Context: an optimization exercise on an open-source flow, tuned for small area. The choices shown serve that exercise and are no tape-out recipe.
In this exercise RTL edits were held to simulation tests only and were not proved equivalent to the original.
Power is estimated from default activity; no workload was simulated.

[flow/config.mk]
export PLATFORM = sky130hd
export DESIGN_NAME = npc_predict_unit
export DESIGN_NICKNAME = npc_predict_unit
export VERILOG_FILES = /design/flow/design.v
export SDC_FILE = /design/flow/constraint.sdc
export NUM_CORES = 4
export LEC_CHECK = 0
export CAP_MARGIN = 20
export CORE_MARGIN = 2
export CORE_UTILIZATION = 40
export SLEW_MARGIN = 20
[flow/constraint.sdc]
create_clock -name core_clock -period 11.0 [get_ports {clk}]
set_input_delay 2.2000 -clock core_clock [delete_from_list [all_inputs] [get_ports {clk}]]
set_output_delay 2.2000 -clock core_clock [all_outputs]
set_load 0.01 [all_outputs]
[flow/design.v]
package npc_predict_unit_pkg;
    localparam int TAG_MAX_W = 30;
    localparam int CNT_MAX_W = 8;
    localparam int ENTRY_W   = 1 + TAG_MAX_W + 32 + CNT_MAX_W;
    typedef struct packed {
        logic                 valid;
        logic [TAG_MAX_W-1:0] tag;
        logic [31:0]          target;
        logic [CNT_MAX_W-1:0] cnt;
    } btbEntry_t;
    function automatic int calcIdxW(input int entries);
        calcIdxW = $clog2(entries);
    endfunction
    function automatic logic [CNT_MAX_W-1:0] cntMaxOf(input int cntBits);
        int v;
        v = (1 << cntBits) - 1;
        cntMaxOf = v[CNT_MAX_W-1:0];
    endfunction
    function automatic logic [CNT_MAX_W-1:0] cntInitOf(input int cntBits);
        int v;
        v = 1 << (cntBits - 1);
        cntInitOf = v[CNT_MAX_W-1:0];
    endfunction
endpackage
module npc_btb_array
#(
    parameter int ENTRIES = 16,
    parameter int IDX_W   = 4
)(
    input  logic             clk,
    input  logic             rst,
    input  logic [IDX_W-1:0] i_idxF,
    output npc_predict_unit_pkg::btbEntry_t        o_entryF,
    input  logic [IDX_W-1:0] i_idxE,
    output npc_predict_unit_pkg::btbEntry_t        o_entryE,
    input  logic             i_we,
    input  logic [IDX_W-1:0] i_widx,
    input  npc_predict_unit_pkg::btbEntry_t        i_wentry
);
    logic [npc_predict_unit_pkg::ENTRY_W-1:0] r_mem [0:ENTRIES-1];
    always_ff @(posedge clk) begin
        if (rst) begin
            for (int i = 0; i < ENTRIES; i++) begin
                r_mem[i] <= '0;
            end
        end else if (i_we) begin
            r_mem[i_widx] <= i_wentry;
        end
    end
    assign o_entryF = r_mem[i_idxF];
    assign o_entryE = r_mem[i_idxE];
endmodule
module npc_predict_unit
#(
    parameter int ENTRIES  = 16,
    parameter int CNT_BITS = 2,
    parameter int STAT_W   = 32
)(
    input  logic              clk,
    input  logic              rst,
    input  logic [31:0]       PCF,
    input  logic [31:0]       PCE,
    input  logic [31:0]       JalrTarget,
    input  logic [31:0]       BranchTarget,
    input  logic [31:0]       JalTarget,
    input  logic              JalD,
    input  logic              JalrE,
    input  logic              BranchInstrE,
    input  logic              BranchE,
    input  logic              PredTakenE,
    input  logic              StallE,
    output logic [31:0]       PC_In,
    output logic              PredHitF,
    output logic              PredTakenF,
    output logic [31:0]       PredTargetF,
    output logic              MispredictE,
    output logic [STAT_W-1:0] BranchCnt,
    output logic [STAT_W-1:0] MispredCnt
);
    localparam int                   IDX_W    = npc_predict_unit_pkg::calcIdxW(ENTRIES);
    localparam logic [npc_predict_unit_pkg::CNT_MAX_W-1:0] CNT_MAX  = npc_predict_unit_pkg::cntMaxOf(CNT_BITS);
    localparam logic [npc_predict_unit_pkg::CNT_MAX_W-1:0] CNT_INIT = npc_predict_unit_pkg::cntInitOf(CNT_BITS);
    logic [IDX_W-1:0]     w_idxF;
    logic [IDX_W-1:0]     w_idxE;
    logic [npc_predict_unit_pkg::TAG_MAX_W-1:0] w_tagF;
    logic [npc_predict_unit_pkg::TAG_MAX_W-1:0] w_tagE;
    npc_predict_unit_pkg::btbEntry_t            w_entryF;
    npc_predict_unit_pkg::btbEntry_t            w_entryE;
    npc_predict_unit_pkg::btbEntry_t            w_wentry;
    logic                 w_we;
    logic                 w_hitE;
    logic                 w_train;
    logic [31:0]          w_pcF4;
    logic [31:0]          w_pcE4;
    logic [STAT_W-1:0]    r_branchCnt;
    logic [STAT_W-1:0]    r_mispredCnt;
    assign w_idxF  = PCF[IDX_W+1:2];
    assign w_idxE  = PCE[IDX_W+1:2];
    assign w_tagF  = npc_predict_unit_pkg::TAG_MAX_W'(PCF >> (IDX_W + 2));
    assign w_tagE  = npc_predict_unit_pkg::TAG_MAX_W'(PCE >> (IDX_W + 2));
    assign w_pcF4  = PCF + 32'd4;
    assign w_pcE4  = PCE + 32'd4;
    npc_btb_array #(
        .ENTRIES (ENTRIES),
        .IDX_W   (IDX_W)
    ) u_btb (
        .clk      (clk),
        .rst      (rst),
        .i_idxF   (w_idxF),
        .o_entryF (w_entryF),
        .i_idxE   (w_idxE),
        .o_entryE (w_entryE),
        .i_we     (w_we),
        .i_widx   (w_idxE),
        .i_wentry (w_wentry)
    );
    assign PredHitF    = w_entryF.valid && (w_entryF.tag == w_tagF);
    assign PredTakenF  = PredHitF && w_entryF.cnt[CNT_BITS-1];
    assign PredTargetF = PredHitF ? w_entryF.target : w_pcF4;
    assign MispredictE = BranchInstrE && (BranchE != PredTakenE);
    assign w_hitE      = w_entryE.valid && (w_entryE.tag == w_tagE);
    assign w_train     = BranchInstrE && !StallE;
    always_comb begin
        PC_In = w_pcF4;
        if (JalrE) begin
            PC_In = JalrTarget;
        end else if (BranchInstrE && BranchE && !PredTakenE) begin
            PC_In = BranchTarget;
        end else if (BranchInstrE && !BranchE && PredTakenE) begin
            PC_In = w_pcE4;
        end else if (JalD) begin
            PC_In = JalTarget;
        end else if (PredTakenF) begin
            PC_In = PredTargetF;
        end
    end
    always_comb begin
        w_we     = 1'b0;
        w_wentry = w_entryE;
        if (w_train) begin
            if (w_hitE) begin
                w_we = 1'b1;
                if (BranchE) begin
                    w_wentry.target = BranchTarget;
                    if (w_entryE.cnt != CNT_MAX) begin
                        w_wentry.cnt = w_entryE.cnt + npc_predict_unit_pkg::CNT_MAX_W'(1);
                    end
                end else if (w_entryE.cnt != '0) begin
                    w_wentry.cnt = w_entryE.cnt - npc_predict_unit_pkg::CNT_MAX_W'(1);
                end
            end else if (BranchE) begin
                w_we            = 1'b1;
                w_wentry.valid  = 1'b1;
                w_wentry.tag    = w_tagE;
                w_wentry.target = BranchTarget;
                w_wentry.cnt    = CNT_INIT;
            end
        end
    end
    always_ff @(posedge clk) begin
        if (rst) begin
            r_branchCnt  <= '0;
            r_mispredCnt <= '0;
        end else if (w_train) begin
            if (r_branchCnt != '1) begin
                r_branchCnt <= r_branchCnt + STAT_W'(1);
            end
            if (MispredictE && (r_mispredCnt != '1)) begin
                r_mispredCnt <= r_mispredCnt + STAT_W'(1);
            end
        end
    end
    assign BranchCnt  = r_branchCnt;
    assign MispredCnt = r_mispredCnt;
endmodule
[flow/run.sh]
#!/bin/bash
# synth_recipe.tcl (not shown) runs the flow's synth.tcl, then flattens the netlist and writes it again
# the make line also repeats each setting of config.mk as NAME=value (left out here)
make -C /OpenROAD-flow-scripts/flow DESIGN_CONFIG=/design/flow/config.mk WORK_HOME=/design/flow/orfs CLKGATE_MAP_FILE= SYNTH_SCRIPT=/design/flow/synth_recipe.tcl finish
==> run_summary.xml <==
<?xml version="1.0" encoding="UTF-8"?>
<metrics>
  <group name="global_route">
    <metric name="grt-ovfl-total" unit="">0</metric>
    <metric name="first_pass_grt_wire_length" unit="mm">348</metric>
    <metric name="number_of_antenna_violations_at_the_first_check_in_global_routing" unit="">16</metric>
    <metric name="grt.total_usage" unit="%">30.2</metric>
    <metric name="number_of_global_route_vias_before_repair" unit="">45000</metric>
    <metric name="grt_start_max_net_pins" unit="">85</metric>
  </group>
  <group name="synthesis">
    <metric name="netlist_top_cells_count" unit="">sky130_fd_sc_hd__nor2_1 (1201), sky130_fd_sc_hd__edfxtp_1 (1136), sky130_fd_sc_hd__mux4_2 (582), sky130_fd_sc_hd__clkbuf_1 (193), sky130_fd_sc_hd__nand2_1 (171)</metric>
    <metric name="async_flop_share" unit="%">0</metric>
    <metric name="synth-seq-area-share" unit="%">54.8</metric>
    <metric name="yosys_warnings" unit="">2</metric>
    <metric name="number_of_distinct_library_cell_variants_in_the_gate_level_netlist_after_synthesis" unit="">81</metric>
    <metric name="avgSynthCellArea" unit="sq um">13.6</metric>
    <metric name="synth_area_leaders" unit="">sky130_fd_sc_hd__edfxtp_1 (53%), sky130_fd_sc_hd__mux4_2 (20%), sky130_fd_sc_hd__nor2_1 (7.0%)</metric>
    <metric name="netlist.area_leader.share" unit="%">52.8</metric>
    <metric name="synth_cells" unit="">4735</metric>
    <metric name="synth-seq-cells" unit="">1200</metric>
    <metric name="yosys.area.top_type" unit="">sky130_fd_sc_hd__edfxtp_1</metric>
    <metric name="synth_area" unit="sq um">64600</metric>
    <metric name="synthMostInstantiatedCell" unit="">sky130_fd_sc_hd__nor2_1</metric>
    <metric name="synthFlopType" unit="">sky130_fd_sc_hd__edfxtp_1</metric>
    <metric name="synth_enable_flop_cells" unit="">1136</metric>
  </group>
  <group name="routing">
    <metric name="ant_nets" unit="">0</metric>
    <metric name="drcViolationCount" unit="">0</metric>
    <metric name="detailedRoute.firstPassIterationCount" unit="">8</metric>
    <metric name="wl_per_cell" unit="um">34.5</metric>
    <metric name="via_count" unit="">46700</metric>
    <metric name="routed_wirelength" unit="mm">250</metric>
    <metric name="dr.first_iter.drc_count" unit="">7348</metric>
    <metric name="via_per_inst" unit="">6.45</metric>
  </group>
  <group name="timing">
    <metric name="final-setup-viol-count" unit="">0</metric>
    <metric name="final_max_tran_viols" unit="">0</metric>
    <metric name="rsz0062_at_grt" unit="">false</metric>
    <metric name="timing.clock.skew" unit="ns">0.0361</metric>
    <metric name="report.final.hold_viol_count" unit="">0</metric>
    <metric name="timing_worst_slew_pin_value" unit="ns">1.15</metric>
    <metric name="period_minus_slack" unit="ns">9.83</metric>
    <metric name="fin_tns_setup" unit="ns">0</metric>
    <metric name="final_min_period_over_clock_period" unit="%">89.4</metric>
    <metric name="timing.fmax" unit="MHz">102</metric>
    <metric name="worst_slew_margin_rel" unit="%">22.9</metric>
  </group>
  <group name="power">
    <metric name="power_density" unit="nW/um^2">151</metric>
    <metric name="power_leakage" unit="nW">25.4</metric>
    <metric name="report.power.total" unit="mW">11.2</metric>
    <metric name="vdd.ir_drop.worst" unit="mV">0.136</metric>
  </group>
  <group name="final_layout">
    <metric name="final_layout_size_suffix_gt1_share" unit="%">21.9</metric>
    <metric name="fin_nets" unit="">5143</metric>
    <metric name="area_growth" unit="%">14.9</metric>
    <metric name="fillers" unit="">14400</metric>
  </group>
  <group name="critical_path">
    <metric name="critical_path.max_fanout" unit="">61</metric>
    <metric name="worst_path_max_delay_cell" unit="">sky130_fd_sc_hd__buf_4</metric>
    <metric name="worstPathRequired" unit="ns">8.80</metric>
    <metric name="crit_top_cell" unit="">sky130_fd_sc_hd__buf_4</metric>
    <metric name="worst_path_largest_cell_delay" unit="ns">0.75</metric>
    <metric name="crit_chain" unit="">buf_8 -&gt; buf_4 -&gt; mux4_2 -&gt; a22o_1 -&gt; a221oi_1 -&gt; xnor2_1 -&gt; nor4_1 -&gt; nand4_1 -&gt; nor4_4 -&gt; buf_4 -&gt; mux2i_1 -&gt; o41ai_1 -&gt; clkdlybuf4s50_1</metric>
    <metric name="path_delay_family" unit="">buffers and inverters</metric>
    <metric name="worstPathBufferInverterCount" unit="">4</metric>
    <metric name="worstSetupStartpointType" unit="">input pin</metric>
    <metric name="setup.worst_path.end_class" unit="">primary output</metric>
    <metric name="arrival" unit="ns">7.63</metric>
    <metric name="path_class" unit="">in -&gt; out</metric>
  </group>
  <group name="placed_design">
    <metric name="place_congestion" unit="">1.01</metric>
    <metric name="placement.io_buffers" unit="">298</metric>
    <metric name="dp.final_hpwl" unit="mm">157</metric>
  </group>
  <group name="floorplanning">
    <metric name="floorplan.die.height" unit="um">406</metric>
    <metric name="floorplan.die_area" unit="sq um">165000</metric>
    <metric name="cell_rows" unit="">147</metric>
    <metric name="design.core.area" unit="sq um">160000</metric>
    <metric name="io-pin-count" unit="">299</metric>
    <metric name="die_width" unit="um">406</metric>
    <metric name="start_util" unit="%">40.3</metric>
  </group>
  <group name="cts">
    <metric name="max-clock-path-buffers" unit="">3</metric>
    <metric name="clk-insertion-delay-late" unit="ns">0.81</metric>
    <metric name="clk_pin_slew_worst_paths" unit="ns">0.06</metric>
    <metric name="clk_root_buffer_cell" unit="">sky130_fd_sc_hd__clkbuf_16</metric>
    <metric name="post_cts_setup_buffer_count" unit="">0</metric>
    <metric name="cts.sink_count" unit="">1200</metric>
    <metric name="clock_tree_from_tritoncts" unit="">yes</metric>
    <metric name="cts-hold-fix-buffers" unit="">0</metric>
    <metric name="cts_repair_resize_count" unit="">0</metric>
    <metric name="cts.htree.levels" unit="">4</metric>
    <metric name="cts_made_buffers" unit="">130</metric>
  </group>
  <group name="min_path">
    <metric name="worstHoldPathType" unit="">reg -&gt; reg</metric>
  </group>
  <group name="run">
    <metric name="drv_cap" unit="">0</metric>
  </group>
  <group name="outcome">
    <metric name="run_status" unit="">timing/DRC/antenna clean</metric>
  </group>
</metrics>
-- kinds of logic (layout without fill, tap and decap cells) --
kind of cell | Yosys count | count (layout) | share of synthesized area [%]
other | 1 | 66 | 0.00581
AO/OA/AOI/OAI | 334 | 334 | 3.50
flip-flops | 1200 | 1200 | 54.8
AND/OR/NAND/NOR | 1734 | 1734 | 11.5
multiplexers | 819 | 819 | 24.4
XOR/XNOR | 146 | 146 | 1.98
adder cells (fa/ha/maj) | 9 | 9 | 0.174
buffers and inverters | 492 | 767 | 3.64
-- worst min-delay path: cells and delay by family (launching register included) --
family          cells  cell delay, ns
flops               1            0.33
compound gates      2            0.14
-- per-stage QoR --
| stage | util, % | cells | setup slack, ns | hold WS, ns | cell area [sq um] |
|---|---|---|---|---|---|
| floorplan | - | 4798 | 3.18 | 0.510 | 64800 |
| global placement | 43.7 | 6994 | 1.16 | 0.484 | 70100 |
| detailed placement | 43.7 | 6994 | 1.28 | 0.503 | 70100 |
| CTS | 46.3 | 7233 | 1.26 | 0.509 | 74200 |
| global route | 46.3 | 7234 | 1.00 | 0.531 | 74200 |
| finish | 46.3 | 7235 | 1.17 | 0.513 | 74200 |
-- path summary, 6_finish.rpt --
path                           start  slack [ns]  cells past startpoint                  to
setup / recovery              PCF[2]        1.17                     13           PC_In[12]
hold / removal      r_mispredCnt[15]        0.51                      2    r_mispredCnt[15]
setup reg to reg  u_btb.r_mem[3][48]        5.05                     11  u_btb.r_mem[0][34]
hold reg to reg     r_mispredCnt[15]        0.51                      2    r_mispredCnt[15]
-- cell type report --
type / instances / area, sq um / share of cell area (%)
Clock buffer: 156 / 3400 / 4.58
Sequential cell: 1200 / 35400 / 47.7
Clock inverter: 83 / 744 / 1.00
Inverter: 81 / 312 / 0.420
Timing Repair Buffer: 447 / 4350 / 5.86
Antenna cell: 2 / 5.00 / 0.00674
Multi-Input combinational cell: 3106 / 27300 / 36.8
Tap cell: 2160 / 2700 / 3.64
-- state kept, by name, indices dropped and copies added, names as in the netlist --
| signal | count |
|---|---|
| r_branchCnt | 32 |
| r_mispredCnt | 32 |
| u_btb.r_mem | 1136 |
-- cells in the final DEF, fill, tap and decap left out, drive strengths merged, types with 18 or more instances in the layout --
cell type	instances
buf	158
or3	24
o21ai	81
nand2b	31
and3	37
edfxtp	1136
nand2	171
a31oi	26
nand3	46
xor2	60
nand4	39
clkinv	69
a21oi	51
conb	64
mux4	582
clkdlybuf4s50	289
a221oi	18
clkbuf	156
a22oi	33
mux2i	178
nor3	34
or2	42
nor2	1230
dfxtp	64
inv	87
mux2	59
xnor2	86
-- where the power goes --
part | switching [mW] | total (mW) | leakage [nW] | internal (mW)
sequential | 0.0821 | 5.24 | 12.2 | 5.16
combinational | 0.992 | 1.60 | 11.2 | 0.606
clock | 1.96 | 4.36 | 2.03 | 2.40
total | 3.03 | 11.2 | 25.4 | 8.16
-- routing by layer --
| layer | vias to the layer above | wire length, um | track usage [%] |
|---|---|---|---|
| li1 | 18400 | - | - |
| met3 | 667 | 34900 | 9.38 |
| met1 | 23900 | 91200 | 40.4 |
| met5 | - | 82 | 0 |
| met4 | 14 | 13500 | 14.1 |
| met2 | 3697 | 110000 | 45.0 |

## re-timing with driven ports
No port has a modelled driver above. Below, the same layout with a new extraction and two added sets of constraints.
Step 1 assumes that a clkbuf_16 drives the clock port and a buf_2 every other input.
Step 2, shift: input delay + t, output delay - t, t = (earliest + latest rising clock arrival at the registers) / 2. This alone moves slack from input paths to output paths.
a / b / c = no drivers / after step 1 / after step 2; a / b = the first two.
t (ns): 0.869
setup slack, ns: 1.167 / 1.103 / 1.103
worst hold slack (ns): 0.513 / 0.513 / 0.513
worst setup path at the end: input to output
clock arrival spread, ns: 0.036 / 0.037
After both steps this run still meets setup and hold. For this run, drivers alone change the setup slack by -0.064 ns; drivers and shift together by -0.064 ns.
